This is an optimization exercise on Yosys and OpenROAD, whose aim is small area, not a production implementation.
Only simulation tests tie the RTL to the original design; equivalence was not proved.
No activity file was given, so power comes from the tool's default toggle rates.

==> design/flow/design.v <==
package mac_pkg;
    localparam logic [47:0] local_mac     = 48'h02_00_00_00_00_01;
    localparam logic [7:0]  preamble_byte = 8'h55;
    localparam logic [7:0]  sfd_byte      = 8'hD5;
    localparam logic [31:0] crc_poly_refl = 32'hEDB8_8320;
    localparam logic [31:0] crc_residue   = 32'hDEBB_20E3;
    localparam logic [31:0] crc_after_hdr = 32'h2336_3C1D;
endpackage
import mac_pkg::*;
module crc32_engine
(
    input  logic [31:0] crc,
    input  logic [7:0]  x,
    output logic [31:0] crc_next
);
    function automatic logic [31:0] crc_table(input logic [7:0] x);
        logic [31:0] c;
        c = {24'h0, x};
        for (int i = 0; i < 8; i++) begin
            c = c[0] ? ((c >> 1) ^ crc_poly_refl) : (c >> 1);
        end
        crc_table = c;
    endfunction
    assign crc_next = {8'h00, crc[31:8]} ^ crc_table(x);
endmodule
import mac_pkg::*;
module tx_framer
(
    input  logic         clk,
    input  logic         rst_n,
    input  logic [31:0]  tx_data,
    input  logic [6:0]   tx_len,
    input  logic         tx_req,
    output logic         tx_ack,
    output logic [7:0]   gmii_tx_d,
    output logic         gmii_tx_en,
    output logic [31:0]  tx_frame_count
);
    localparam logic [1:0] st_collect = 2'd0;
    localparam logic [1:0] st_pre     = 2'd1;    
    localparam logic [1:0] st_payload = 2'd2;
    localparam logic [1:0] st_tail    = 2'd3;    
    logic [1:0]  state;
    logic [5:0]  cnt;
    logic [3:0]  wcnt;           
    logic [5:0]  lenm1;
    logic [31:0] words [16];
    logic        shift;
    logic        take;
    logic [7:0]  pre_byte;
    logic [7:0]  pay_byte;
    logic [31:0] crc;
    logic [31:0] crc_next;
    logic [7:0]  crc_x;
    assign take  = state == st_collect && tx_req && !tx_ack;
    assign shift = take || (state == st_pre && wcnt != 4'd0) ||
                   (state == st_payload && cnt[1:0] == 2'd3);
    always_ff @(posedge clk) begin
        if (shift) begin
            for (int k = 0; k < 15; k++) words[k] <= words[k + 1];
            words[15] <= tx_data;
        end
    end
    always_comb begin
        case (cnt[4:0])
            5'd8:                     pre_byte = sfd_byte;
            5'd9,  5'd10, 5'd11,
            5'd12, 5'd13, 5'd14:      pre_byte = 8'hFF;
            5'd15:                    pre_byte = 8'h02;
            5'd16, 5'd17, 5'd18,
            5'd19, 5'd22:             pre_byte = 8'h00;
            5'd20:                    pre_byte = 8'h01;
            5'd21:                    pre_byte = 8'h08;
            default:                  pre_byte = preamble_byte;
        endcase
    end
    assign pay_byte = words[0][8 * cnt[1:0] +: 8];
    always_comb begin
        case (state)
            st_pre:     gmii_tx_d = pre_byte;
            st_payload: gmii_tx_d = pay_byte;
            default:    gmii_tx_d = ~crc[7:0];
        endcase
    end
    assign crc_x = (state == st_payload) ? (crc[7:0] ^ pay_byte) : 8'h00;
    crc32_engine u_crc (
        .crc      (crc),
        .x        (crc_x),
        .crc_next (crc_next)
    );
    always_ff @(posedge clk) begin
        crc <= state[1] ? crc_next : crc_after_hdr;
    end
    assign gmii_tx_en = (state == st_pre && cnt != 6'd0) || state == st_payload ||
                        (state == st_tail && cnt[5:2] == 4'd0);
    always_ff @(posedge clk) begin
        if (state == st_collect && !tx_req && tx_ack) begin
            lenm1 <= 6'(tx_len - 7'd1);
        end
    end
    always_ff @(posedge clk) begin
        if (state == st_collect || (state == st_pre && cnt == 6'd22) ||
            (state == st_payload && cnt == lenm1)) begin
            cnt <= '0;
        end else begin
            cnt <= cnt + 6'd1;
        end
    end
    always_ff @(posedge clk or negedge rst_n) begin
        if (!rst_n) begin
            state          <= st_collect;
            wcnt           <= '0;
            tx_ack         <= 1'b0;
            tx_frame_count <= '0;
        end else begin
            case (state)
                st_collect: begin
                    if (take) begin
                        tx_ack <= 1'b1;
                        wcnt   <= wcnt + 4'd1;
                    end else if (!tx_req && tx_ack) begin
                        tx_ack <= 1'b0;
                        if (wcnt == 4'((tx_len + 7'd3) >> 2)) begin    
                            state <= st_pre;
                        end
                    end
                end
                st_pre: begin
                    if (wcnt != 4'd0) begin
                        wcnt <= wcnt + 4'd1;
                    end
                    if (cnt == 6'd22) begin
                        state <= st_payload;
                    end
                end
                st_payload: begin
                    if (cnt == lenm1) begin
                        state <= st_tail;
                    end
                end
                default: begin
                    if (cnt == 6'd3) begin
                        tx_frame_count <= tx_frame_count + 32'd1;
                    end
                    if (cnt == 6'd14) begin
                        state <= st_collect;
                    end
                end
            endcase
        end
    end
endmodule
import mac_pkg::*;
module rx_parser
(
    input  logic        clk,
    input  logic        rst_n,
    input  logic [7:0]  gmii_rx_d,
    input  logic        gmii_rx_dv,
    input  logic        gmii_rx_er,
    output logic        store_wr_en,      
    output logic        store_start,      
    output logic [1:0]  store_lane,
    output logic        store_commit,
    output logic [6:0]  store_commit_len,
    input  logic        store_busy,
    output logic [31:0] rx_drop_count
);
    localparam logic [1:0] st_idle     = 2'd0;
    localparam logic [1:0] st_preamble = 2'd1;
    localparam logic [1:0] st_frame    = 2'd2;    
    localparam logic [1:0] st_skip     = 2'd3;    
    logic [1:0]  state;
    logic [6:0]  cnt;           
    logic        accept;        
    logic        err_seen;
    logic        is_local;      
    logic        is_bcast;      
    logic        store_abort;
    logic        in_body;
    logic [31:0] crc;
    logic [31:0] crc_next;
    logic        len_ok;
    logic        frame_good;
    logic [7:0]  local_byte;
    assign in_body    = cnt >= 7'd14;
    assign len_ok     = cnt >= 7'd19 && cnt <= 7'd82;
    assign frame_good = accept && !err_seen && (is_local || is_bcast) && len_ok &&
                        crc == crc_residue;
    assign store_wr_en      = state == st_frame && in_body && accept && gmii_rx_dv;
    assign store_start      = store_wr_en && cnt == 7'd14;
    assign store_lane       = 2'(cnt + 7'd2);
    assign store_commit_len = cnt - 7'd18;
    crc32_engine u_crc (
        .crc      (crc),
        .x        (crc[7:0] ^ gmii_rx_d),
        .crc_next (crc_next)
    );
    always_ff @(posedge clk) begin
        crc <= (state == st_frame) ? crc_next : '1;
    end
    always_comb begin
        case (cnt[2:0])
            3'd0:    local_byte = 8'h02;
            3'd5:    local_byte = 8'h01;
            default: local_byte = 8'h00;
        endcase
    end
    always_ff @(posedge clk) begin
        if (state == st_preamble) begin
            cnt      <= '0;
            accept   <= !store_busy;
            err_seen <= gmii_rx_er;
            is_local <= 1'b1;
            is_bcast <= 1'b1;
        end else if (state == st_frame && gmii_rx_dv) begin
            if (cnt != 7'h7F) begin
                cnt <= cnt + 7'd1;
            end
            err_seen <= err_seen | gmii_rx_er;
            if (cnt < 7'd6) begin
                is_local <= is_local && gmii_rx_d == local_byte;
                is_bcast <= is_bcast && gmii_rx_d == 8'hFF;
            end
        end
    end
    always_ff @(posedge clk or negedge rst_n) begin
        if (!rst_n) begin
            state         <= st_idle;
            store_commit  <= 1'b0;
            store_abort   <= 1'b0;
            rx_drop_count <= '0;
        end else begin
            store_commit <= 1'b0;
            store_abort  <= 1'b0;
            if (store_abort) begin
                rx_drop_count <= rx_drop_count + 32'd1;
            end
            case (state)
                st_idle: begin
                    if (gmii_rx_dv) begin
                        state <= (gmii_rx_d == preamble_byte) ? st_preamble : st_skip;
                    end
                end
                st_preamble: begin
                    if (!gmii_rx_dv) begin
                        state <= st_idle;
                    end else if (gmii_rx_d == sfd_byte) begin
                        state <= st_frame;
                    end else if (gmii_rx_d != preamble_byte) begin
                        state <= st_skip;
                    end
                end
                st_frame: begin
                    if (!gmii_rx_dv) begin
                        store_commit <= in_body && frame_good;
                        store_abort  <= !(in_body && frame_good);
                        state        <= st_idle;
                    end
                end
                default: begin
                    if (!gmii_rx_dv) begin
                        state <= st_idle;
                    end
                end
            endcase
        end
    end
endmodule
import mac_pkg::*;
module rx_frame_buffer
(
    input  logic         clk,
    input  logic         rst_n,
    input  logic         store_wr_en,
    input  logic         store_start,
    input  logic [1:0]   store_lane,
    input  logic [7:0]   store_wr_byte,
    input  logic         store_commit,
    input  logic [6:0]   store_commit_len,
    output logic         store_busy,
    output logic [31:0]  rx_data,
    output logic [6:0]   rx_len,
    output logic         rx_last,
    output logic         rx_req,
    input  logic         rx_ack
);
    localparam int ring_len = 17;
    logic [3:0][7:0] ring [ring_len];
    logic [4:0]      rd_pos;         
    logic [4:0]      pos_inc;
    logic [3:0]      words_left;     
    logic            busy;
    logic            advance;
    logic [1:0]      last_lane;
    logic [3:0][7:0] word;
    assign store_busy = busy;
    assign last_lane  = rx_len[1:0] - 2'd1;
    assign rx_last    = words_left == 4'd0;
    assign advance    = busy && !store_commit && !rx_req && !rx_ack && !rx_last;
    always_ff @(posedge clk) begin
        for (int p = 0; p < ring_len; p++) begin
            for (int j = 0; j < 4; j++) begin
                if (p == j && store_wr_en && store_lane == 2'(j)) begin
                    ring[p][j] <= store_wr_byte;
                end else begin
                    ring[p][j] <= ring[(p + ring_len - 1) % ring_len][j];
                end
            end
        end
    end
    assign pos_inc = (rd_pos == 5'd16) ? 5'd0 : rd_pos + 5'd1;
    always_ff @(posedge clk) begin
        if (store_start) begin
            rd_pos <= 5'd0;
        end else if (advance) begin
            rd_pos <= (rd_pos >= 5'd3) ? rd_pos - 5'd3 : rd_pos + 5'd14;
        end else begin
            rd_pos <= pos_inc;
        end
    end
    always_comb begin
        word = ring[rd_pos];
        for (int b = 0; b < 4; b++) begin
            if (rx_last && 2'(b) > last_lane) begin
                word[b] = 8'h00;
            end
        end
    end
    assign rx_data = word;
    always_ff @(posedge clk) begin
        if (store_commit) begin
            words_left <= 4'((store_commit_len - 7'd1) >> 2);
            rx_len     <= store_commit_len;
        end else if (advance) begin
            words_left <= words_left - 4'd1;
        end
    end
    always_ff @(posedge clk or negedge rst_n) begin
        if (!rst_n) begin
            busy   <= 1'b0;
            rx_req <= 1'b0;
        end else if (store_commit) begin
            busy   <= 1'b1;
            rx_req <= 1'b1;
        end else if (rx_req && rx_ack) begin
            rx_req <= 1'b0;
        end else if (busy && !rx_req && !rx_ack) begin
            if (rx_last) begin
                busy <= 1'b0;
            end else begin
                rx_req <= 1'b1;
            end
        end
    end
endmodule
import mac_pkg::*;
module ethernet_mac
(
    input  logic         clk,
    input  logic         rst_n,
    input  logic [31:0]  tx_data,
    input  logic [6:0]   tx_len,
    input  logic         tx_req,
    output logic         tx_ack,
    output logic [31:0]  rx_data,
    output logic [6:0]   rx_len,
    output logic         rx_last,
    output logic         rx_req,
    input  logic         rx_ack,
    output logic [7:0]   gmii_tx_d,
    output logic         gmii_tx_en,
    input  logic [7:0]   gmii_rx_d,
    input  logic         gmii_rx_dv,
    input  logic         gmii_rx_er,
    output logic [31:0]  tx_frame_count,
    output logic [31:0]  rx_drop_count
);
    logic         store_wr_en;
    logic         store_start;
    logic [1:0]   store_lane;
    logic         store_commit;
    logic [6:0]   store_commit_len;
    logic         store_busy;
    tx_framer u_tx_framer (
        .clk            (clk),
        .rst_n          (rst_n),
        .tx_data        (tx_data),
        .tx_len         (tx_len),
        .tx_req         (tx_req),
        .tx_ack         (tx_ack),
        .gmii_tx_d      (gmii_tx_d),
        .gmii_tx_en     (gmii_tx_en),
        .tx_frame_count (tx_frame_count)
    );
    rx_parser u_rx_parser (
        .clk              (clk),
        .rst_n            (rst_n),
        .gmii_rx_d        (gmii_rx_d),
        .gmii_rx_dv       (gmii_rx_dv),
        .gmii_rx_er       (gmii_rx_er),
        .store_wr_en      (store_wr_en),
        .store_start      (store_start),
        .store_lane       (store_lane),
        .store_commit     (store_commit),
        .store_commit_len (store_commit_len),
        .store_busy       (store_busy),
        .rx_drop_count    (rx_drop_count)
    );
    rx_frame_buffer u_rx_buffer (
        .clk              (clk),
        .rst_n            (rst_n),
        .store_wr_en      (store_wr_en),
        .store_start      (store_start),
        .store_lane       (store_lane),
        .store_wr_byte    (gmii_rx_d),
        .store_commit     (store_commit),
        .store_commit_len (store_commit_len),
        .store_busy       (store_busy),
        .rx_data          (rx_data),
        .rx_len           (rx_len),
        .rx_last          (rx_last),
        .rx_req           (rx_req),
        .rx_ack           (rx_ack)
    );
endmodule
==> design/flow/flow/run.sh <==
#!/bin/bash
# Standard layout with two changes: ports buffered with the smallest buffer,
# and clock tree synthesis without dummy loads.
set -euo pipefail
bash standard.sh \
  "BUFFER_PORTS_ARGS=-buffer_cell sky130_fd_sc_hd__buf_1" \
  "CTS_ARGS=-sink_clustering_enable -repair_clock_nets -dont_use_dummy_load -buf_list sky130_fd_sc_hd__clkbuf_8 -sink_clustering_size 16 -sink_clustering_max_diameter 35" \
  finish > flow.log 2>&1
==> design/flow/standard.sh <==
#!/bin/bash
# synth_recipe.tcl (not shown) runs the flow's synth.tcl, then flattens the netlist and writes it again
# the make line also repeats each setting of config.mk as NAME=value (left out here)
make -C /OpenROAD-flow-scripts/flow DESIGN_CONFIG=/design/flow/config.mk WORK_HOME=/design/flow/orfs CLKGATE_MAP_FILE= SYNTH_SCRIPT=/design/flow/synth_recipe.tcl "${@:-finish}"
==> design/flow/config.mk <==
export PLATFORM = sky130hd
export DESIGN_NAME = ethernet_mac
export DESIGN_NICKNAME = ethernet_mac
export VERILOG_FILES = /design/flow/design.v
export SDC_FILE = /design/flow/constraint.sdc
export NUM_CORES = 4
export LEC_CHECK = 0
export CAP_MARGIN = 20
export CORE_MARGIN = 2
export CORE_UTILIZATION = 40
export CTS_BUF_LIST = sky130_fd_sc_hd__clkbuf_16
export CTS_CLUSTER_DIAMETER = 60
export CTS_CLUSTER_SIZE = 30
export SLEW_MARGIN = 20
==> design/flow/constraint.sdc <==
create_clock -name core_clock -period 8.0 [get_ports {clk}]
set_input_delay 1.6000 -clock core_clock [delete_from_list [all_inputs] [get_ports {clk}]]
set_output_delay 1.6000 -clock core_clock [all_outputs]
set_load 0.01 [all_outputs]
==> results.py, run 1 <==
metrics = {
    "power": {
        "clkPwrFrac": 0.291,
        "p_leak_nw": 15.99,
        "internal_power_mw": 9.276,
        "p_comb_frac": 0.187,
        "p_per_area_nw_per_um2": 292.6,
        "p_seq_frac": 0.523,
        "vdd_ir_drop_max_mv": 0.4448,
        "p_sw_mw": 3.796,
        "power.share.switching": 0.2904,
    },
    "detailed_routing": {
        "ant_nets": 0,
        "first_pass_iters": 7,
        "vias_per_cell": 5.227,
        "wire_per_inst_um": 19.87,
        "vias": 21664,
        "remaining_drc_errors": 0,
        "routed_wl_um": 82350,
        "drt_iter0_markers": 1925,
    },
    "critical_path": {
        "crit_required_ps": 6400,
        "path_cells": "buf_4 > nor4bb_4 > buf_4 > a22oi_1 > o211ai_1 > nor2_1 > and3_1 > nor3_1 > buf_1",
        "startpoint_type": "flop",
        "r2r_setup_slack_ps": 3730,
        "r2r-end": "u_tx_framer.pre_byte[3]$_DFF_P_",
        "critPathMaxStageDelay_ps": 1010,
        "critPathKind": "reg -> out",
        "crit_path_start": "u_rx_buffer.rd_pos[3]$_SDFF_PP0_",
        "critPathMaxFanout": 29,
        "arrival_ps": 4570,
        "cp_slowest_cell": "nor4bb_4",
        "cpMostUsedCell": "buf_4",
        "worstReg2RegStart": "u_tx_framer.state[1]$_DFFE_PN0P_",
        "critPathCapture": "rx_data[26]",
        "cp-end-kind": "output pin",
        "reg2reg_depth": 10,
    },
    "clocking": {
        "postCtsSetupBuffers": 0,
        "ctsRootBufferMaster": "clkbuf_8",
        "clock_latency_ps": 820,
        "clk_path_buf_depth": 3,
        "htreeDepth": 4,
        "clock_sinks": 1242,
        "cts_resized": 0,
        "cts_made_buffers": 165,
        "cts_tree": "built",
        "path_clk_slew_ps": 80,
        "ctsHoldBuffers": 0,
    },
    "timing": {
        "relSlewSlack": 0.1927,
        "max_freq_mhz": 162.1,
        "period_minus_slack_ps": 6168,
        "tns_ps": 0,
        "fin_skew_ps": 100.6,
        "rsz0062_at_grt": "no",
        "hold_viol": 0,
        "setup_violations": 0,
        "layout_worst_path_cycle_share": 0.7710,
        "worstMarginPinSlew_ps": 1211,
        "layout_setup_ws_ps": 1832,
        "final_max_slew_viol_count": 0,
    },
    "yosys": {
        "netlist_area_sq_um": 40150,
        "synth_seq_area_share": 0.7613,
        "postSynthCellCount": 2582,
        "synth_top_area_cell": "edfxtp_1",
        "ys_warn_count": 6,
        "synth_cell_types": 81,
        "synth_ff_type": "dfxtp_1",
        "async_flop_share": 0.06200,
        "ys_seq_elements": 1242,
        "syn_area_per_cell_sq_um": 15.55,
        "synth_common_cells": "dfxtp_1, edfxtp_1, xnor2_1, nand2_1, nor2_1",
        "synth_edf_count": 531,
        "syn-num-nets": 2669,
        "ys_top_cells_by_area": "edfxtp_1, dfxtp_1, dfrtp_1",
        "synth.most_common_cell": "dfxtp_1",
        "synth.top_cell.area_share": 0.3971,
    },
    "finish": {
        "nFillCells": 8629,
        "drive_gt1_frac": 0.1100,
        "fin_cells": 4145,
        "syn_to_final_growth_pct": 11.29,
        "utilization": 0.4475,
        "final_area_sq_um": 44680,
        "fin_nets": 2935,
    },
    "floorplan": {
        "boundaryPins": 168,
        "die_y_um": 320.8,
        "start_util": 0.4021,
        "num_rows": 116,
        "die_w_um": 320.8,
        "core-area_sq_um": 99860,
        "design.die.area_sq_um": 102900,
    },
    "global_routing": {
        "grt_pass1_vias": 22119,
        "grtUsageTotal": 0.1591,
        "grt_pass1_wl_um": 126200,
        "grt_max_degree": 213,
        "grt_overflow": 0,
        "antenna_found_initial": 4,
    },
    "placement": {
        "pre_cts_slack_ps": 2632,
        "numPortBuffers": 166,
        "place_area_sq_um": 42400,
        "place_congestion": 0.8294,
        "hpwlAfterDp_um": 49430,
        "dp_cells": 3979,
    },
    "min_path": {
        "min_path_type": "reg -> reg",
    },
    "status": {
        "status": "complete, no violations",
    },
    "job": {
        "maxCapViolCount": 0,
    },
}
[layer usage]
metal,global-route usage,vias to the layer above,share of wire
met5,0,-,0.000085
met1,0.2098,10588,0.43
met3,0.04653,230,0.084
met4,0.07892,2,0.040
met2,0.2402,879,0.44
li1,-,9965,-
[cell families (layout without fill, tap and decap cells)]
logic type               count (synthesis)  in the layout  share of synthesized area
AO/OA/AOI/OAI                          365            365                    0.06868
other                                    0              1                          0
adder cells (fa/ha/maj)                 34             34                    0.01060
AND/OR/NAND/NOR                        493            493                    0.06264
flip-flops                            1242           1242                     0.7613
XOR/XNOR                               225            225                    0.05843
buffers and inverters                  149            413                    0.01527
multiplexers                            74             74                    0.02312
[metrics by stage]
step | total power [mW] | hold slack, ps
2_1_floorplan | 8.382 | 325.7
3_3_place_gp | 9.368 | 329.3
3_5_place_dp | 9.384 | 335.5
4_1_cts | 13.22 | 291.4
5_1_grt | 13.65 | 292.8
6_report | 13.07 | 286.9
[worst max-delay path: cells and delay by family, from the launching register on]
| kind | cells | cell delay (ps) |
|---|---|---|
| DFF | 1 | 610 |
| and+or+nand+nor | 4 | 1690 |
| buffers and inverters | 3 | 1230 |
| AOI/OAI and AO/OA | 2 | 250 |
[registers in the layout (all words and copies together) (netlist names), 2 cells and up]
signal / flops
u_rx_buffer.ring: 544
u_tx_framer.words: 512
u_rx_parser.crc: 32
u_rx_parser.rx_drop_count: 32
u_tx_framer.crc: 32
u_tx_framer.tx_frame_count: 32
u_rx_buffer.rx_len: 7
u_rx_parser.cnt: 7
u_tx_framer.cnt: 6
u_tx_framer.lenm1: 6
u_tx_framer.pre_byte: 6
u_rx_buffer.rd_pos: 5
u_rx_buffer.words_left: 4
u_tx_framer.wcnt: 4
u_rx_parser.state: 2
u_tx_framer.state: 2
[placed cells by master, fill, tap and decap left out, types with 36 or more instances in the layout]
cell	count
a21oi_1	50
a221oi_1	39
a222oi_1	44
a22o_1	38
a22oi_1	78
buf_1	165
clkbuf_8	165
dfrtp_1	77
dfxtp_1	632
edfxtp_1	531
inv_1	43
mux2_2	54
nand2_1	116
nand3_1	62
nand4_1	39
nor2_1	113
nor3_1	44
o21ai_0	36
xnor2_1	126
xor2_1	71
[worst min-delay path by stage]
stage                                startpoint                               end  depth (start not counted)  slack (ps)
2_1_floorplan  u_rx_buffer.ring[10][13]$_DFF_P_  u_rx_buffer.ring[11][13]$_DFF_P_                          0         330
3_3_place_gp   u_rx_buffer.ring[12][28]$_DFF_P_  u_rx_buffer.ring[13][28]$_DFF_P_                          0         330
3_5_place_dp   u_rx_buffer.ring[12][16]$_DFF_P_  u_rx_buffer.ring[13][16]$_DFF_P_                          0         340
4_1_cts         u_rx_buffer.ring[7][15]$_DFF_P_   u_rx_buffer.ring[8][15]$_DFF_P_                          0         290
5_1_grt         u_rx_buffer.ring[7][15]$_DFF_P_   u_rx_buffer.ring[8][15]$_DFF_P_                          0         290
6_report        u_rx_buffer.ring[7][15]$_DFF_P_   u_rx_buffer.ring[8][15]$_DFF_P_                          0         290
[final cells by class]
cell class,instances,area (sq um),area share
clock buffers,165,2271,0.05082
flip-flops and latches,1242,30570,0.6841
inverters,45,168.9,0.003780
repair buffers,203,924.6,0.02069
multi-input cells,1191,9124,0.2042
diodes,1,2.502,0.00005600
well taps,1298,1624,0.03635
[power by group through the flow]
stage	Combinational (mW)	Sequential [mW]	Clock, mW
final	2.44	6.83	3.80
after global routing	2.59	6.84	4.21
after CTS	2.43	6.83	3.96
after detailed placement	2.42	6.96	0
after global placement	2.41	6.96	0
after floorplan	1.50	6.89	0
==> inputs of run 2 (changes only) <==
==> design/flow/flow/run.sh (replaced) <==
#!/bin/bash
# Standard layout with two changes: ports buffered with the smallest buffer,
# and clock tree synthesis without dummy loads.
set -euo pipefail
bash standard.sh \
  "BUFFER_PORTS_ARGS=-buffer_cell sky130_fd_sc_hd__buf_1" \
  "CTS_ARGS=-sink_clustering_enable -repair_clock_nets -dont_use_dummy_load -buf_list sky130_fd_sc_hd__clkbuf_16 -sink_clustering_size 30 -sink_clustering_max_diameter 60" \
  finish > flow.log 2>&1
==> results.py, run 2 <==
metrics = {
    "timing": {
        "tns_ps": 0,
        "worstMarginPinSlew_ps": 1190,
        "hold_viol": 0,
        "fin_skew_ps": 82.48,
        "layout_worst_path_cycle_share": 0.7605,
        "max_freq_mhz": 164.4,
        "rsz0062_at_grt": "no",
        "final_max_slew_viol_count": 0,
        "relSlewSlack": 0.2052,
        "period_minus_slack_ps": 6084,
        "setup_violations": 0,
    },
    "detailed_routing": {
        "vias_per_cell": 5.227,
        "drt_iter0_markers": 1907,
        "routed_wl_um": 81340,
        "vias": 21248,
        "ant_nets": 0,
        "first_pass_iters": 8,
        "remaining_drc_errors": 0,
        "wire_per_inst_um": 20.01,
    },
    "critical_path": {
        "worstReg2RegStart": "u_tx_framer.state[1]$_DFFE_PN0P_",
        "cp-end-kind": "output pin",
        "r2r-end": "u_tx_framer.pre_byte[3]$_DFF_P_",
        "startpoint_type": "flop",
        "r2r_setup_slack_ps": 3710,
        "critPathKind": "reg -> out",
        "critPathMaxFanout": 29,
        "arrival_ps": 4480,
        "reg2reg_depth": 10,
        "crit_required_ps": 6400,
    },
    "placement": {
        "numPortBuffers": 166,
        "place_area_sq_um": 42400,
        "place_congestion": 0.8294,
        "hpwlAfterDp_um": 49430,
    },
    "yosys": {
        "ys_warn_count": 6,
        "async_flop_share": 0.06200,
        "syn-num-nets": 2669,
        "synth_ff_type": "dfxtp_1",
        "synth_top_area_cell": "edfxtp_1",
        "synth.most_common_cell": "dfxtp_1",
        "synth_common_cells": "dfxtp_1, edfxtp_1, xnor2_1, nand2_1, nor2_1",
        "postSynthCellCount": 2582,
        "netlist_area_sq_um": 40150,
        "synth.top_cell.area_share": 0.3971,
        "synth_seq_area_share": 0.7613,
        "syn_area_per_cell_sq_um": 15.55,
        "ys_top_cells_by_area": "edfxtp_1, dfxtp_1, dfrtp_1",
        "synth_cell_types": 81,
        "ys_seq_elements": 1242,
        "synth_edf_count": 531,
    },
    "power": {
        "power.share.switching": 0.2855,
        "p_seq_frac": 0.523,
        "p_per_area_nw_per_um2": 292.7,
        "internal_power_mw": 9.316,
        "p_leak_nw": 15.85,
        "vdd_ir_drop_max_mv": 0.4339,
        "p_sw_mw": 3.721,
        "clkPwrFrac": 0.289,
        "p_comb_frac": 0.188,
    },
    "floorplan": {
        "die_w_um": 320.8,
        "core-area_sq_um": 99860,
        "boundaryPins": 168,
        "num_rows": 116,
        "start_util": 0.4021,
        "design.die.area_sq_um": 102900,
        "die_y_um": 320.8,
    },
    "global_routing": {
        "grt_pass1_vias": 21384,
        "antenna_found_initial": 3,
        "grtUsageTotal": 0.1559,
        "grt_overflow": 0,
        "grt_pass1_wl_um": 124600,
        "grt_max_degree": 213,
    },
    "finish": {
        "largest_reg_flops": 544,
        "final_common_cell": "dfxtp_1",
        "syn_to_final_growth_pct": 10.94,
        "drive_gt1_frac": 0.08424,
        "reg_top3": "u_rx_buffer.ring (544), u_tx_framer.words (512)",
        "regMostFlops": "u_rx_buffer.ring",
        "final_area_sq_um": 44540,
        "mostFrequentLayoutCells": "dfxtp_1, edfxtp_1, buf_1, xnor2_1, nand2_1",
        "fin_nets": 2855,
    },
    "min_path": {
        "min_path_type": "reg -> reg",
        "hold_path_depth": 0,
        "min_from": "u_rx_buffer.ring[13][25]$_DFF_P_",
        "min_to": "u_rx_buffer.ring[14][25]$_DFF_P_",
    },
    "clocking": {
        "ctsHoldBuffers": 0,
        "clock_latency_ps": 670,
        "postCtsSetupBuffers": 0,
        "clk_path_buf_depth": 3,
        "htreeDepth": 3,
        "clock_sinks": 1242,
        "cts_tree": "built",
        "ctsRootBufferMaster": "clkbuf_16",
        "cts_resized": 0,
        "path_clk_slew_ps": 90,
        "cts_made_buffers": 84,
    },
    "status": {
        "status": "complete, no violations",
    },
    "job": {
        "maxCapViolCount": 0,
    },
}
[run 2: cell counts after synthesis]
No cell type changed its count.
[run 2: metrics by stage]
stage / setup WS [ps] / power [mW] / instances / hold slack, ps / util
after detailed placement: 2632 / 9.384 / 3979 / 335.5 / 0.4246
after CTS: 1913 / 13.15 / 4063 / 314.1 / 0.4457
after global placement: 2570 / 9.368 / 3978 / 329.3 / 0.4245
final: 1916 / 13.04 / 4065 / 307.7 / 0.4461
after floorplan: 2143 / 8.382 / 2582 / 325.7 / -
after global routing: 1819 / 13.55 / 4064 / 306.4 / 0.4460
[run 2: layer usage]
metal	wire length (um)	GRT usage	share of wire	up-vias
met2	36990	0.2443	0.45	742
met5	0	0	0	-
met1	36260	0.2139	0.45	10548
met3	5620	0.03066	0.069	151
li1	-	-	-	9807
met4	2470	0.06179	0.030	0
[run 2: worst max-delay path by stage]
stage / start / end / slack (ps) / cells past startpoint
after floorplan: tx_req / u_tx_framer.words[0][0]$_DFFE_PP_ / 2140 / 3
after global placement: u_rx_buffer.rd_pos[3]$_SDFF_PP0_ / rx_data[26] / 2570 / 9
after detailed placement: u_rx_buffer.rd_pos[3]$_SDFF_PP0_ / rx_data[26] / 2630 / 9
after CTS: u_rx_buffer.rd_pos[3]$_SDFF_PP0_ / rx_data[26] / 1910 / 9
after global routing: u_rx_buffer.rd_pos[3]$_SDFF_PP0_ / rx_data[26] / 1820 / 9
final: u_rx_buffer.rd_pos[3]$_SDFF_PP0_ / rx_data[26] / 1920 / 9
[run 2: cells by family (layout without fill, tap and decap cells)]
family / Yosys count / count (layout) / share of synthesized area
xor gates and xnor gates: 225 / 225 / 0.05843
buffers and inverters: 149 / 333 / 0.01527
adders and majority gates: 34 / 34 / 0.01060
AOI/OAI and AO/OA: 365 / 365 / 0.06868
muxes: 74 / 74 / 0.02312
and+or+nand+nor: 493 / 493 / 0.06264
other: 0 / 1 / 0
DFF: 1242 / 1242 / 0.7613
[run 2: area by class of cell]
type                       count  area (sq um)
sequential                  1242         30570
inverter                      45         168.9
timing repair buffer         204         952.2
multi-input combinational   1191          9124
tap                         1298          1624
clock buffer                  84          2102
antenna                        1         2.502
fill                        8629         55310
[run 2: power by group through the flow]
stage                     Sequential, mW  Combinational (mW)  Clock, mW
after floorplan                     6.89                1.50          0
after global placement              6.96                2.41          0
after detailed placement            6.96                2.42          0
after CTS                           6.82                2.43       3.89
after global routing                6.84                2.59       4.12
final                               6.82                2.45       3.77
[run 2: worst max-delay path: stages (launching register included)]
cell and delay [ps]:
dfxtp_4 620, buf_4 520, nor4bb_4 1030, buf_4 500
a22oi_1 150, o211ai_1 100, nor2_1 80, and3_1 180
nor3_1 450, buf_1 220
==> inputs of run 3 (changes only) <==
--- a/design/flow/design.v
+++ b/design/flow/design.v
@@ -289,4 +289,5 @@
     logic [3:0][7:0] ring [ring_len];
-    logic [4:0]      rd_pos;         
-    logic [4:0]      pos_inc;
+    logic [3:0][7:0] tap [9];        
+    logic [3:0][7:0] word;           
+    logic [4:0]      next_pos;       
     logic [3:0]      words_left;     
@@ -294,4 +295,4 @@
     logic            advance;
+    logic            load;
     logic [1:0]      last_lane;
-    logic [3:0][7:0] word;
     assign store_busy = busy;
@@ -299,3 +300,3 @@
     assign rx_last    = words_left == 4'd0;
-    assign advance    = busy && !store_commit && !rx_req && !rx_ack && !rx_last;
+    assign advance    = busy && !rx_req && !rx_ack && !rx_last;
     always_ff @(posedge clk) begin
@@ -311,10 +312,18 @@
     end
-    assign pos_inc = (rd_pos == 5'd16) ? 5'd0 : rd_pos + 5'd1;
     always_ff @(posedge clk) begin
         if (store_start) begin
-            rd_pos <= 5'd0;
-        end else if (advance) begin
-            rd_pos <= (rd_pos >= 5'd3) ? rd_pos - 5'd3 : rd_pos + 5'd14;
+            next_pos <= 5'd0;
+        end else if (store_commit || advance) begin
+            next_pos <= (next_pos >= 5'd3) ? next_pos - 5'd3 : next_pos + 5'd14;
         end else begin
-            rd_pos <= pos_inc;
+            next_pos <= (next_pos == 5'd16) ? 5'd0 : next_pos + 5'd1;
+        end
+    end
+    for (genvar t = 0; t < 9; t++) begin : g_tap
+        assign tap[t] = ring[2 * t];
+    end
+    assign load = !next_pos[0] && (!busy || !rx_req || rx_ack);
+    always_ff @(posedge clk) begin
+        if (load) begin
+            word <= tap[next_pos[4:1]];
         end
@@ -322,6 +331,6 @@
     always_comb begin
-        word = ring[rd_pos];
+        rx_data = word;
         for (int b = 0; b < 4; b++) begin
             if (rx_last && 2'(b) > last_lane) begin
-                word[b] = 8'h00;
+                rx_data[8 * b +: 8] = 8'h00;
             end
@@ -329,3 +338,2 @@
     end
-    assign rx_data = word;
     always_ff @(posedge clk) begin
==> design/flow/flow/run.sh (replaced) <==
#!/bin/bash
# Standard layout with two changes: ports buffered with the smallest buffer,
# and clock tree synthesis without dummy loads.
set -euo pipefail
bash standard.sh \
  "BUFFER_PORTS_ARGS=-buffer_cell sky130_fd_sc_hd__buf_1" \
  "CTS_ARGS=-sink_clustering_enable -repair_clock_nets -dont_use_dummy_load -buf_list sky130_fd_sc_hd__clkbuf_16 -sink_clustering_size 36 -sink_clustering_max_diameter 70" \
  finish > flow.log 2>&1
--- a/design/flow/config.mk
+++ b/design/flow/config.mk
@@ -10,5 +10,2 @@
 export CORE_UTILIZATION = 40
-export CTS_BUF_LIST = sky130_fd_sc_hd__clkbuf_16
-export CTS_CLUSTER_DIAMETER = 60
-export CTS_CLUSTER_SIZE = 30
 export SLEW_MARGIN = 20
==> results.py, run 3 <==
metrics = {
    "status": {
        "status": "complete, no violations",
    },
    "finish": {
        "syn_to_final_growth_pct": 8.950,
        "largest_reg_flops": 544,
        "multi_input_area_sq_um": 7168,
        "seqCellArea_sq_um": 31530,
        "fin_cells": 3810,
        "regMostFlops": "u_rx_buffer.ring",
        "mostFrequentLayoutCells": "dfxtp_1, edfxtp_1, buf_1, nand2_1, xnor2_1",
        "nFillCells": 8457,
        "final_common_cell": "dfxtp_1",
        "reg_top3": "u_rx_buffer.ring (544), u_tx_framer.words (512)",
        "fin_nets": 2620,
        "drive_gt1_frac": 0.06240,
    },
    "clocking": {
        "ctsHoldBuffers": 0,
        "htreeDepth": 2,
        "cts_tree": "built",
        "path_clk_slew_ps": 120,
        "ctsRootBufferMaster": "clkbuf_16",
        "clock_sinks": 1274,
        "postCtsSetupBuffers": 0,
        "clock_latency_ps": 710,
        "clk_path_buf_depth": 3,
        "cts_resized": 0,
        "cts_made_buffers": 55,
    },
    "detailed_routing": {
        "wire_per_inst_um": 17.30,
        "vias_per_cell": 4.796,
        "first_pass_iters": 5,
        "routed_wl_um": 65910,
        "vias": 18274,
        "remaining_drc_errors": 0,
        "drt_iter0_markers": 1264,
        "ant_nets": 0,
    },
    "critical_path": {
        "critPathMaxStageDelay_ps": 840,
        "critPathMaxFanout": 24,
        "path_cells": "inv_1 > ha_1 > inv_1 > a221oi_1 > a21oi_1 > buf_1",
        "crit_required_ps": 6400,
        "reg2reg_depth": 4,
        "worstReg2RegStart": "u_tx_framer.state[1]$_DFFE_PN0P_",
        "arrival_ps": 3280,
        "critPathKind": "reg -> out",
        "worst-path-buf-inv": 3,
        "cp-end-kind": "output pin",
        "r2r-end": "u_tx_framer.words[14][13]$_DFFE_PP_",
        "cp_slowest_cell": "dfrtp_1",
        "crit_path_start": "u_tx_framer.state[1]$_DFFE_PN0P_",
        "r2r_setup_slack_ps": 4010,
        "cpMostUsedCell": "inv_1",
        "path_delay_family": "buffers and inverters",
        "startpoint_type": "flop",
    },
    "placement": {
        "dp_cells": 3752,
        "numPortBuffers": 166,
        "place_congestion": 0.8460,
        "hpwlAfterDp_um": 39380,
    },
    "floorplan": {
        "die_w_um": 316.9,
        "start_util": 0.4043,
        "design.die.area_sq_um": 100400,
        "die_y_um": 316.9,
        "core-area_sq_um": 96850,
        "boundaryPins": 168,
        "num_rows": 114,
    },
    "yosys": {
        "synth_top_area_cell": "edfxtp_1",
        "synth.most_common_cell": "dfxtp_1",
        "netlist_area_sq_um": 39160,
        "synth-compound-area-share": 0.04183,
        "async_flop_share": 0.06044,
        "synth.top_cell.area_share": 0.4317,
        "synth_cell_types": 69,
        "synthSimpleGateAreaFrac": 0.05732,
        "synth_mux_area_frac": 0.01614,
        "post_synth_xor_area_fraction": 0.05605,
        "synth_ff_type": "dfxtp_1",
        "postSynthCellCount": 2367,
        "synthAdderAreaFrac": 0.01054,
        "ys_seq_elements": 1274,
        "syn-num-nets": 2453,
        "synth_edf_count": 563,
        "ys_top_cells_by_area": "edfxtp_1, dfxtp_1, dfrtp_1",
        "syn_area_per_cell_sq_um": 16.54,
        "synth_seq_area_share": 0.8051,
        "ys_warn_count": 7,
        "synth_top_family_by_area": "simple AND/OR/NAND/NOR gates",
        "synth_common_cells": "dfxtp_1, edfxtp_1, nand2_1, xnor2_1, dfrtp_1",
    },
    "timing": {
        "fin_skew_ps": 124.5,
        "whs_ps": 289.3,
        "period_minus_slack_ps": 4879,
        "worstMarginPinSlew_ps": 1118,
        "rsz0062_at_grt": "no",
        "relSlewSlack": 0.2546,
        "final_max_slew_viol_count": 0,
        "max_freq_mhz": 205.0,
        "layout_worst_path_cycle_share": 0.6099,
        "hold_viol": 0,
        "setup_violations": 0,
        "tns_ps": 0,
    },
    "global_routing": {
        "grt_pass1_wl_um": 103200,
        "grt_max_degree": 198,
        "grt_overflow": 0,
        "grtUsageTotal": 0.1302,
        "grt_pass1_vias": 18381,
        "antenna_found_initial": 2,
    },
    "power": {
        "p_comb_frac": 0.231,
        "p_sw_mw": 4.891,
        "internal_power_mw": 11.94,
        "power.share.switching": 0.2906,
        "p_seq_frac": 0.589,
        "p_leak_nw": 15.36,
        "clkPwrFrac": 0.180,
        "p_per_area_nw_per_um2": 394.6,
        "vdd_ir_drop_max_mv": 0.4434,
    },
    "min_path": {
        "hold_path_depth": 0,
        "min_path_type": "reg -> reg",
        "min_to": "u_rx_buffer.ring[8][6]$_DFF_P_",
        "min_from": "u_rx_buffer.ring[7][6]$_DFF_P_",
    },
    "job": {
        "maxCapViolCount": 0,
    },
}
==> run 3: cell count changes after synthesis, moves of 12 or more <==
| cell | before | now |
|---|---|---|
| a21oi_1 | 50 | 37 |
| a222oi_1 | 44 | 0 |
| a22oi_1 | 78 | 66 |
| clkbuf_1 | 80 | 56 |
| edfxtp_1 | 531 | 563 |
| mux2_2 | 54 | 36 |
| nand2_1 | 116 | 138 |
| nand3_1 | 63 | 36 |
| nand4_1 | 39 | 55 |
| nor2_1 | 113 | 75 |
| nor2b_1 | 10 | 29 |
| nor3_1 | 44 | 18 |
| o21ai_0 | 36 | 22 |
==> run 3: power by group through the flow <==
stage | logic (mW) | clock network, mW | registers, mW
2_1_floorplan | 2.98 | 0 | 10.0
3_3_place_gp | 3.84 | 0 | 9.99
5_1_grt | 4.31 | 3.37 | 10.1
3_5_place_dp | 3.92 | 0 | 10.1
4_1_cts | 3.94 | 3.15 | 9.95
6_report | 3.89 | 3.03 | 9.92
==> run 3: area by class of cell <==
| class | instances | area share |
|---|---|---|
| flip-flops and latches | 1274 | 0.7389 |
| clock buffers | 55 | 0.03226 |
| well taps | 1276 | 0.03742 |
| repair buffers | 186 | 0.01918 |
| inverters | 46 | 0.004047 |
| multi-input cells | 971 | 0.1680 |
| diodes | 2 | 0.0001173 |
==> run 3: per-stage QoR <==
| stage | cell area, sq um | setup slack (ps) | total power [mW] | util |
|---|---|---|---|---|
| 2_1_floorplan | 39170 | 2145 | 13.02 | - |
| 3_3_place_gp | 41270 | 3698 | 13.83 | 0.4261 |
| 3_5_place_dp | 41270 | 3745 | 14.02 | 0.4261 |
| 4_1_cts | 42650 | 3046 | 17.04 | 0.4403 |
| 5_1_grt | 42660 | 2848 | 17.80 | 0.4404 |
| 6_report | 42660 | 3121 | 16.83 | 0.4405 |
==> run 3: logic make-up after synthesis <==
family / count (synthesis)
AO/OA/AOI/OAI: 226
XOR/XNOR: 222
adder cells (fa/ha/maj): 33
buffers and inverters: 122
flip-flops: 1274
multiplexers: 47
AND/OR/NAND/NOR: 443
==> run 3: routing by layer <==
layer,vias to the layer above,GRT usage,wire length (um)
li1,8705,-,-
met1,9081,0.1846,30930
met2,386,0.2039,29860
met3,102,0.02485,3540
met4,0,0.03902,1576
met5,-,0,0
==> run 3: how the worst max path moves through the flow <==
stage	to	slack (ps)	cells past startpoint
floorplan	u_tx_framer.words[0][0]$_DFFE_PP_	2140	3
detailed placement	gmii_tx_d[3]	3750	6
global route	gmii_tx_d[0]	2850	6
CTS	gmii_tx_d[3]	3050	6
global placement	gmii_tx_d[3]	3700	6
finish	gmii_tx_d[3]	3120	6
==> inputs of run 4 (changes only) <==
==> design/flow/flow/run.sh (replaced) <==
#!/bin/bash
# Standard layout with two changes: ports buffered with the smallest buffer,
# and clock tree synthesis without dummy loads.
set -euo pipefail
bash standard.sh \
  "BUFFER_PORTS_ARGS=-buffer_cell sky130_fd_sc_hd__buf_1" \
  "CTS_ARGS=-sink_clustering_enable -repair_clock_nets -dont_use_dummy_load -buf_list sky130_fd_sc_hd__clkbuf_16 -sink_clustering_size 36 -sink_clustering_max_diameter 60" \
  finish > flow.log 2>&1
==> results.py, run 4 <==
metrics = {
    "critical_path": {
        "r2r_setup_slack_ps": 3990,
        "cpMostUsedCell": "inv_1",
        "crit_required_ps": 6400,
        "cp_slowest_cell": "dfrtp_1",
        "cp-end-kind": "output pin",
        "path_cells": "inv_1 > ha_1 > inv_1 > a221oi_1 > a21oi_1 > buf_1",
        "arrival_ps": 3260,
        "startpoint_type": "flop",
        "critPathMaxFanout": 24,
        "crit_path_start": "u_tx_framer.state[1]$_DFFE_PN0P_",
        "critPathMaxStageDelay_ps": 830,
        "reg2reg_depth": 4,
        "critPathCapture": "gmii_tx_d[3]",
        "worstReg2RegStart": "u_tx_framer.state[1]$_DFFE_PN0P_",
        "critPathKind": "reg -> out",
        "r2r-end": "u_tx_framer.words[13][6]$_DFFE_PP_",
    },
    "power": {
        "p_comb_frac": 0.220,
        "p_seq_frac": 0.563,
        "power.share.switching": 0.2845,
        "p_sw_mw": 5.019,
        "p_per_area_nw_per_um2": 406.1,
        "internal_power_mw": 12.62,
        "p_leak_nw": 15.74,
        "vdd_ir_drop_max_mv": 0.4396,
        "clkPwrFrac": 0.217,
    },
    "status": {
        "status": "complete, no violations",
    },
    "yosys": {
        "synth_top_area_cell": "edfxtp_1",
        "synth_cell_types": 69,
        "synth.most_common_cell": "dfxtp_1",
        "synth_edf_count": 563,
        "ys_warn_count": 7,
        "ys_seq_elements": 1274,
        "synth.top_cell.area_share": 0.4317,
        "synth_common_cells": "dfxtp_1, edfxtp_1, nand2_1, xnor2_1, dfrtp_1",
        "netlist_area_sq_um": 39160,
        "async_flop_share": 0.06044,
        "postSynthCellCount": 2367,
        "synth_ff_type": "dfxtp_1",
        "syn-num-nets": 2453,
        "synth_seq_area_share": 0.8051,
        "ys_top_cells_by_area": "edfxtp_1, dfxtp_1, dfrtp_1",
        "syn_area_per_cell_sq_um": 16.54,
    },
    "timing": {
        "hold_viol": 0,
        "tns_ps": 0,
        "fin_skew_ps": 104.0,
        "rsz0062_at_grt": "no",
        "setup_violations": 0,
        "layout_setup_ws_ps": 3145,
        "whs_ps": 295.5,
        "period_minus_slack_ps": 4855,
        "final_max_slew_viol_count": 0,
        "relSlewSlack": 0.2471,
        "max_freq_mhz": 206.0,
        "layout_worst_path_cycle_share": 0.6069,
        "worstMarginPinSlew_ps": 1129,
    },
    "finish": {
        "reg_top3": "u_rx_buffer.ring (544), u_tx_framer.words (512)",
        "final_common_cell": "dfxtp_1",
        "fin_nets": 2651,
        "nFillCells": 8371,
        "syn_to_final_growth_pct": 10.94,
        "drive_gt1_frac": 0.07374,
        "multi_input_area_sq_um": 7168,
        "regMostFlops": "u_rx_buffer.ring",
        "seqCellArea_sq_um": 31530,
        "mostFrequentLayoutCells": "dfxtp_1, edfxtp_1, buf_1, nand2_1, xnor2_1",
        "largest_reg_flops": 544,
    },
    "clocking": {
        "clock_sinks": 1274,
        "clk_path_buf_depth": 3,
        "cts_resized": 0,
        "clock_latency_ps": 690,
        "htreeDepth": 3,
        "cts_made_buffers": 86,
        "cts_tree": "built",
        "postCtsSetupBuffers": 0,
        "path_clk_slew_ps": 70,
        "ctsRootBufferMaster": "clkbuf_16",
        "ctsHoldBuffers": 0,
    },
    "detailed_routing": {
        "first_pass_iters": 5,
        "vias": 18402,
        "vias_per_cell": 4.790,
        "ant_nets": 0,
        "routed_wl_um": 66460,
        "drt_iter0_markers": 1199,
        "remaining_drc_errors": 0,
        "wire_per_inst_um": 17.30,
    },
    "global_routing": {
        "grt_pass1_wl_um": 104400,
        "grt_max_degree": 198,
        "antenna_found_initial": 2,
        "grtUsageTotal": 0.1322,
        "grt_pass1_vias": 18811,
        "grt_overflow": 0,
    },
    "floorplan": {
        "start_util": 0.4043,
        "core-area_sq_um": 96850,
        "boundaryPins": 168,
        "die_y_um": 316.9,
        "die_w_um": 316.9,
        "design.die.area_sq_um": 100400,
        "num_rows": 114,
    },
    "job": {
        "maxCapViolCount": 0,
    },
    "placement": {
        "hpwlAfterDp_um": 39380,
        "pre_cts_slack_ps": 3745,
        "place_congestion": 0.8460,
        "numPortBuffers": 166,
    },
    "min_path": {
        "min_path_type": "reg -> reg",
    },
}
## run 4: worst min-delay path by stage
stage	from	to	slack (ps)	cells after the start
2_1_floorplan	u_rx_buffer.ring[9][0]$_DFF_P_	u_rx_buffer.ring[10][0]$_DFF_P_	310	0
3_3_place_gp	u_rx_buffer.ring[5][8]$_DFF_P_	u_rx_buffer.ring[6][8]$_DFF_P_	310	0
3_5_place_dp	u_rx_buffer.ring[15][27]$_DFF_P_	u_rx_buffer.ring[16][27]$_DFF_P_	310	0
4_1_cts	u_rx_buffer.ring[15][27]$_DFF_P_	u_rx_buffer.ring[16][27]$_DFF_P_	290	0
5_1_grt	u_rx_buffer.ring[15][27]$_DFF_P_	u_rx_buffer.ring[16][27]$_DFF_P_	290	0
6_report	u_rx_buffer.ring[13][31]$_DFF_P_	u_rx_buffer.ring[14][31]$_DFF_P_	300	0
## run 4: critical path, delay by kind of cell (launching register included)
kind	cells	cell delay, ps
AOI/OAI and AO/OA	2	340
buffers and inverters	3	1020
adders and majority gates	1	470
DFF	1	830
## run 4: stage by stage
| step | instances | power, mW | util | cell area (sq um) |
|---|---|---|---|---|
| finish | 3842 | 17.64 | 0.4485 | 43440 |
| global placement | 3752 | 13.83 | 0.4261 | 41270 |
| global route | 3839 | 18.64 | 0.4485 | 43430 |
| floorplan | 2367 | 13.02 | - | 39170 |
| CTS | 3838 | 17.87 | 0.4483 | 43420 |
| detailed placement | 3752 | 14.02 | 0.4261 | 41270 |
## run 4: cell families after synthesis
family / after synthesis / synth area share
AO/OA/AOI/OAI: 226 / 0.04183
XOR/XNOR: 222 / 0.05605
adder cells (fa/ha/maj): 33 / 0.01054
buffers and inverters: 122 / 0.01304
flip-flops: 1274 / 0.8051
multiplexers: 47 / 0.01614
AND/OR/NAND/NOR: 443 / 0.05732
## run 4: area by class of cell
class                   instances  share of cell area
flip-flops and latches       1274              0.7257
multi-input cells             971              0.1650
clock buffers                  86             0.04954
well taps                    1276             0.03675
repair buffers                186             0.01884
inverters                      46            0.003975
diodes                          3           0.0001728
## run 4: power groups by stage
stage | registers (mW) | logic [mW] | clock network, mW
3_5_place_dp | 10.1 | 3.92 | 0
2_1_floorplan | 10.0 | 2.98 | 0
3_3_place_gp | 9.99 | 3.84 | 0
6_report | 9.93 | 3.89 | 3.82
4_1_cts | 9.96 | 3.94 | 3.97
5_1_grt | 10.1 | 4.31 | 4.20
## run 4: routing by layer
layer	track usage	share of wire	up-vias
met4	0.04931	0.024	0
met2	0.2051	0.45	443
li1	-	-	8765
met5	0	0	-
met3	0.02511	0.056	105
met1	0.1852	0.47	9089
==> inputs of run 5 (changes only) <==
==> design/flow/flow/run.sh (replaced) <==
#!/bin/bash
# Standard layout with two changes: ports buffered with the smallest buffer,
# and clock tree synthesis without dummy loads.
set -euo pipefail
bash standard.sh \
  "BUFFER_PORTS_ARGS=-buffer_cell sky130_fd_sc_hd__buf_1" \
  "CTS_ARGS=-sink_clustering_enable -repair_clock_nets -dont_use_dummy_load -buf_list sky130_fd_sc_hd__clkbuf_16 -sink_clustering_size 30 -sink_clustering_max_diameter 60" \
  finish > flow.log 2>&1
--- a/design/flow/config.mk
+++ b/design/flow/config.mk
@@ -9,3 +9,4 @@
 export CORE_MARGIN = 2
-export CORE_UTILIZATION = 40
+export CORE_UTILIZATION = 60
+export PLACE_DENSITY = 0.7
 export SLEW_MARGIN = 20
==> results.py, run 5 <==
metrics = {
    "global_routing": {
        "grt_overflow": 0,
        "grt_max_degree": 205,
        "grtUsageTotal": 0.1794,
        "antenna_found_initial": 2,
        "grt_pass1_wl_um": 95460,
        "grt_pass1_vias": 17881,
    },
    "clocking": {
        "clock_latency_ps": 670,
        "cts_tree": "built",
        "clock_sinks": 1274,
        "postCtsSetupBuffers": 0,
        "ctsHoldBuffers": 0,
        "clk_path_buf_depth": 3,
        "path_clk_slew_ps": 100,
        "htreeDepth": 2,
        "ctsRootBufferMaster": "clkbuf_16",
        "cts_made_buffers": 57,
        "cts_resized": 0,
    },
    "finish": {
        "fin_nets": 2612,
        "regMostFlops": "u_rx_buffer.ring",
        "reg_top3": "u_rx_buffer.ring (544), u_tx_framer.words (512)",
        "mostFrequentLayoutCells": "dfxtp_1, edfxtp_1, buf_1, nand2_1, xnor2_1",
        "drive_gt1_frac": 0.05903,
        "final_common_cell": "dfxtp_1",
        "largest_reg_flops": 544,
        "syn_to_final_growth_pct": 7.474,
        "utilization": 0.6528,
    },
    "timing": {
        "layout_worst_path_cycle_share": 0.5978,
        "relSlewSlack": 0.2200,
        "rsz0062_at_grt": "no",
        "max_freq_mhz": 209.1,
        "final_max_slew_viol_count": 0,
        "period_minus_slack_ps": 4783,
        "setup_violations": 0,
        "worstMarginPinSlew_ps": 1169,
        "hold_viol": 0,
        "fin_skew_ps": 83.50,
        "tns_ps": 0,
    },
    "yosys": {
        "synth.most_common_cell": "dfxtp_1",
        "ys_seq_elements": 1274,
        "synth_top_area_cell": "edfxtp_1",
        "ys_warn_count": 7,
        "synth_edf_count": 563,
        "async_flop_share": 0.06044,
        "netlist_area_sq_um": 39160,
        "syn_area_per_cell_sq_um": 16.54,
        "syn-num-nets": 2453,
        "synth_cell_types": 69,
        "postSynthCellCount": 2367,
        "synth.top_cell.area_share": 0.4317,
        "synth_ff_type": "dfxtp_1",
        "synth_common_cells": "dfxtp_1, edfxtp_1, nand2_1, xnor2_1, dfrtp_1",
        "ys_top_cells_by_area": "edfxtp_1, dfxtp_1, dfrtp_1",
        "synth_seq_area_share": 0.8051,
    },
    "placement": {
        "place_congestion": 0.8557,
        "numPortBuffers": 166,
        "hpwlAfterDp_um": 35670,
    },
    "critical_path": {
        "cp_slowest_cell": "and2_0",
        "critPathMaxFanout": 8,
        "cp-end-kind": "output pin",
        "startpoint_type": "flop",
        "critPathKind": "reg -> out",
        "cpMostUsedCell": "inv_1",
        "arrival_ps": 3180,
        "critPathMaxStageDelay_ps": 910,
        "path_cells": "inv_1 > ha_1 > or3b_2 > inv_1 > and2_0 > nor2b_1 > buf_1",
        "worst-path-buf-inv": 3,
        "path_delay_family": "simple AND/OR/NAND/NOR gates",
        "crit_required_ps": 6400,
    },
    "detailed_routing": {
        "routed_wl_um": 60310,
        "ant_nets": 0,
        "first_pass_iters": 5,
        "vias_per_cell": 5.353,
        "drt_iter0_markers": 1376,
        "wire_per_inst_um": 17.84,
        "vias": 18094,
        "remaining_drc_errors": 0,
    },
    "power": {
        "p_total_mw": 16.73,
        "p_leak_nw": 15.33,
        "vdd_ir_drop_max_mv": 0.3970,
        "p_per_area_nw_per_um2": 397.6,
    },
    "job": {
        "maxCapViolCount": 0,
    },
    "floorplan": {
        "die_w_um": 259.5,
        "num_rows": 93,
        "die_y_um": 259.5,
        "boundaryPins": 168,
        "design.die.area_sq_um": 67320,
        "start_util": 0.6074,
        "core-area_sq_um": 64460,
    },
    "status": {
        "status": "complete, no violations",
    },
    "min_path": {
        "min_path_type": "reg -> reg",
    },
}
## run 5: cell counts after synthesis
Identical to the previous run, type by type.
## run 5: routing by layer
layer,up-vias,track usage,share of wire
li1,8696,-,-
met1,8926,0.2612,0.47
met2,370,0.2805,0.46
met3,102,0.03085,0.049
met4,0,0.05316,0.024
met5,-,0,0
## run 5: path summary, 6_finish.rpt
| kind | cells past startpoint | slack (ps) | start | end |
|---|---|---|---|---|
| worst max register to register | 4 | 4060 | u_tx_framer.state[1]$_DFFE_PN0P_ | u_tx_framer.words[14][21]$_DFFE_PP_ |
| worst max-delay path | 7 | 3220 | u_rx_buffer.words_left[0]$_DFFE_PN_ | rx_data[22] |
| worst min register to register | 0 | 280 | u_rx_buffer.ring[11][16]$_DFF_P_ | u_rx_buffer.ring[12][16]$_DFF_P_ |
| worst min-delay path | 0 | 280 | u_rx_buffer.ring[11][16]$_DFF_P_ | u_rx_buffer.ring[12][16]$_DFF_P_ |
| min in group asynchronous | 1 | 1120 | rst_n | u_rx_parser.state[1]$_DFFE_PN0P_ |
| max in group asynchronous | 1 | 6210 | rst_n | u_tx_framer.tx_frame_count[10]$_DFFE_PN0P_ |
## run 5: logic make-up (layout without fill, tap and decap cells)
| family | count (synthesis) | after routing | synth area share |
|---|---|---|---|
| flip-flops | 1274 | 1274 | 0.8051 |
| AND/OR/NAND/NOR | 443 | 443 | 0.05732 |
| other | 0 | 1 | 0 |
| AO/OA/AOI/OAI | 226 | 226 | 0.04183 |
| buffers and inverters | 122 | 279 | 0.01304 |
| multiplexers | 47 | 47 | 0.01614 |
| adder cells (fa/ha/maj) | 33 | 33 | 0.01054 |
| XOR/XNOR | 222 | 222 | 0.05605 |
## run 5: stage by stage
step / area, sq um / setup slack [ps] / hold slack, ps / cells
2_1_floorplan: 39170 / 2145 / 309.6 / 2367
3_3_place_gp: 40660 / 3841 / 309.8 / 3322
3_5_place_dp: 40660 / 3839 / 312.1 / 3322
4_1_cts: 42080 / 3145 / 288.6 / 3379
5_1_grt: 42080 / 2961 / 295.1 / 3379
6_report: 42080 / 3217 / 275.8 / 3380
## run 5: layout make-up
cell class	instances	area [sq um]
repair buffers	176	726.9
fillers	4559	22380
inverters	46	172.7
diodes	1	2.502
multi-input cells	971	7161
flip-flops and latches	1274	31530
clock buffers	57	1426
well taps	855	1070
## run 5: power by group
part           switching [mW]  internal, mW
registers               0.569          9.35
clock network            1.75          1.27
logic                    2.44          1.35
==> inputs of run 6 (changes only) <==
--- a/design/flow/config.mk
+++ b/design/flow/config.mk
@@ -9,4 +9,4 @@
 export CORE_MARGIN = 2
-export CORE_UTILIZATION = 60
-export PLACE_DENSITY = 0.7
+export CORE_UTILIZATION = 70
+export PLACE_DENSITY = 0.8
 export SLEW_MARGIN = 20
==> results.py, run 6 <==
metrics = {
    "status": {
        "status": "complete, no violations",
    },
    "placement": {
        "hpwlAfterDp_um": 37120,
        "place_congestion": 0.8503,
        "dp_cells": 3216,
        "numPortBuffers": 166,
    },
    "clocking": {
        "ctsRootBufferMaster": "clkbuf_16",
        "cts_resized": 0,
        "ctsHoldBuffers": 0,
        "cts_tree": "built",
        "cts_made_buffers": 57,
        "clk_path_buf_depth": 3,
        "clock_latency_ps": 650,
        "htreeDepth": 2,
        "postCtsSetupBuffers": 0,
        "path_clk_slew_ps": 100,
        "clock_sinks": 1274,
    },
    "detailed_routing": {
        "remaining_drc_errors": 0,
        "wire_per_inst_um": 19.80,
        "vias": 18344,
        "vias_per_cell": 5.603,
        "drt_iter0_markers": 1264,
        "routed_wl_um": 64830,
        "first_pass_iters": 5,
        "ant_nets": 0,
    },
    "finish": {
        "drive_gt1_frac": 0.06017,
        "final_common_cell": "dfxtp_1",
        "mostFrequentLayoutCells": "dfxtp_1, edfxtp_1, buf_1, nand2_1, xnor2_1",
        "nFillCells": 3150,
        "syn_to_final_growth_pct": 7.234,
        "antennaDiodeCount": 0,
        "utilization": 0.7607,
        "largest_reg_flops": 544,
        "fin_cells": 3274,
        "fin_nets": 2614,
        "regMostFlops": "u_rx_buffer.ring",
        "reg_top3": "u_rx_buffer.ring (544), u_tx_framer.words (512)",
    },
    "critical_path": {
        "arrival_ps": 3270,
        "crit_path_start": "u_rx_buffer.words_left[0]$_DFFE_PN_",
        "critPathKind": "reg -> out",
        "critPathMaxFanout": 8,
        "worst-path-buf-inv": 3,
        "cp-end-kind": "output pin",
        "cpMostUsedCell": "inv_1",
        "path_delay_family": "simple AND/OR/NAND/NOR gates",
        "path_cells": "inv_1 > ha_1 > or3b_2 > inv_1 > and2_0 > nor2b_1 > buf_1",
        "cp_slowest_cell": "and2_0",
        "crit_required_ps": 6400,
        "critPathMaxStageDelay_ps": 880,
        "startpoint_type": "flop",
        "worstReg2RegStart": "u_tx_framer.state[1]$_DFFE_PN0P_",
    },
    "timing": {
        "final_max_slew_viol_count": 0,
        "period_minus_slack_ps": 4874,
        "max_freq_mhz": 205.2,
        "whs_ps": 328.7,
        "worstMarginPinSlew_ps": 1112,
        "relSlewSlack": 0.2584,
        "tns_ps": 0,
        "layout_worst_path_cycle_share": 0.6093,
        "hold_viol": 0,
        "setup_violations": 0,
        "rsz0062_at_grt": "no",
        "fin_skew_ps": 69.63,
    },
    "power": {
        "vdd_ir_drop_max_mv": 0.5139,
        "p_per_area_nw_per_um2": 403.0,
        "p_total_mw": 16.92,
        "p_leak_nw": 15.34,
    },
    "min_path": {
        "min_path_type": "reg -> reg",
        "min_from": "u_rx_buffer.ring[6][8]$_DFF_P_",
    },
    "global_routing": {
        "grt_pass1_wl_um": 100800,
        "grt_overflow": 0,
        "grtUsageTotal": 0.2258,
        "grt_pass1_vias": 18373,
        "grt_max_degree": 225,
        "antenna_found_initial": 1,
    },
    "yosys": {
        "ys_warn_count": 7,
        "syn-num-nets": 2453,
        "postSynthCellCount": 2367,
        "synth_top_area_cell": "edfxtp_1",
        "synth_cell_types": 69,
        "synth.top_cell.area_share": 0.4317,
        "syn_area_per_cell_sq_um": 16.54,
        "synth_ff_type": "dfxtp_1",
        "synth_seq_area_share": 0.8051,
        "synth.most_common_cell": "dfxtp_1",
        "synth_common_cells": "dfxtp_1, edfxtp_1, nand2_1, xnor2_1, dfrtp_1",
        "synth_edf_count": 563,
        "async_flop_share": 0.06044,
        "ys_top_cells_by_area": "edfxtp_1, dfxtp_1, dfrtp_1",
        "ys_seq_elements": 1274,
        "netlist_area_sq_um": 39160,
    },
    "floorplan": {
        "die_w_um": 240.5,
        "boundaryPins": 168,
        "start_util": 0.7094,
        "core-area_sq_um": 55200,
        "die_y_um": 240.5,
        "num_rows": 86,
        "design.die.area_sq_um": 57850,
    },
    "job": {
        "maxCapViolCount": 0,
    },
}
## run 6: where the power goes
group          switching, mW  internal, mW  leakage, nW
sequential             0.669          9.36         11.5
clock                   1.80          1.27        0.702
combinational           2.45          1.37         3.10
## run 6: layer usage
| metal | GRT usage | part of all wire |
|---|---|---|
| met1 | 0.3221 | 0.44 |
| met2 | 0.3703 | 0.48 |
| met3 | 0.02732 | 0.046 |
| met4 | 0.07058 | 0.027 |
| met5 | 0 | 0 |
## run 6: per-stage QoR
stage,cell area [sq um],worst slack (ps)
floorplan,39170,2145
global placement,40540,3903
detailed placement,40540,3857
CTS,41960,3133
global route,41990,3005
finish,41990,3126
## run 6: cells by family after synthesis
family / count (synthesis) / synth area share
xor+xnor: 222 / 0.05605
fa+ha+maj: 33 / 0.01054
flops: 1274 / 0.8051
compound gates: 226 / 0.04183
simple gates: 443 / 0.05732
buf+inv: 122 / 0.01304
mux: 47 / 0.01614
## run 6: path summary, 6_finish.rpt
| check | end | slack (ps) | cells past startpoint |
|---|---|---|---|
| setup / recovery | rx_data[13] | 3130 | 7 |
| hold / removal | u_rx_buffer.ring[7][8]$_DFF_P_ | 330 | 0 |
| min in group asynchronous | u_rx_parser.rx_drop_count[6]$_DFFE_PN0P_ | 1210 | 2 |
| setup reg to reg | u_tx_framer.words[14][13]$_DFFE_PP_ | 4300 | 5 |
| hold reg to reg | u_rx_buffer.ring[7][8]$_DFF_P_ | 330 | 0 |
| max in group asynchronous | u_tx_framer.wcnt[1]$_DFFE_PN0P_ | 6100 | 2 |
## run 6: final cells by class
cell class | count | area, sq um | share of cell area
Multi-Input combinational cell | 971 | 7168 | 0.1707
Sequential cell | 1274 | 31530 | 0.7508
Clock buffer | 57 | 1426 | 0.03397
Timing Repair Buffer | 178 | 762.0 | 0.01815
Tap cell | 748 | 935.9 | 0.02229
Inverter | 46 | 172.7 | 0.004112

==> separate check: timing with driven ports <==
In the flow no input, the clock included, has a driving cell. The finished layouts below were timed again as built, in two steps.
Step 1 (the two cells are an assumption about what drives the block):
set clk [get_ports {clk}]
set_driving_cell -lib_cell sky130_fd_sc_hd__clkbuf_16 $clk
set_driving_cell -lib_cell sky130_fd_sc_hd__buf_2 [delete_from_list [all_inputs] $clk]
Step 2 moves the port delays by t, midway between the first and last clock arrival at a register: inputs arrive t later, outputs are due t later. That takes back most of the time a late clock gives input paths.
Slacks: no drivers / after step 1 / after step 2; pairs: no drivers / after step 1.
run | t, ns | setup WS [ns] | worst setup path after step 2 | worst register clock-pin slew, ns | worst data-port slew with drivers (ns)
run 1 | 0.835 | 1.832 / 1.770 / 2.605 | register to output | 0.09 / 0.09 | 0.08
run 2 | 0.684 | 1.916 / 1.855 / 2.539 | register to output | 0.10 / 0.10 | 0.07
run 3 | 0.709 | 3.121 / 3.062 / 3.771 | register to output | 0.13 / 0.13 | 0.09
run 4 | 0.694 | 3.145 / 3.084 / 3.778 | register to output | 0.12 / 0.12 | 0.09
run 5 | 0.693 | 3.217 / 3.151 / 3.843 | register to output | 0.11 / 0.11 | 0.07
run 6 | 0.681 | 3.126 / 3.063 / 3.744 | register to output | 0.11 / 0.11 | 0.07
After both steps every run listed still meets setup and hold.
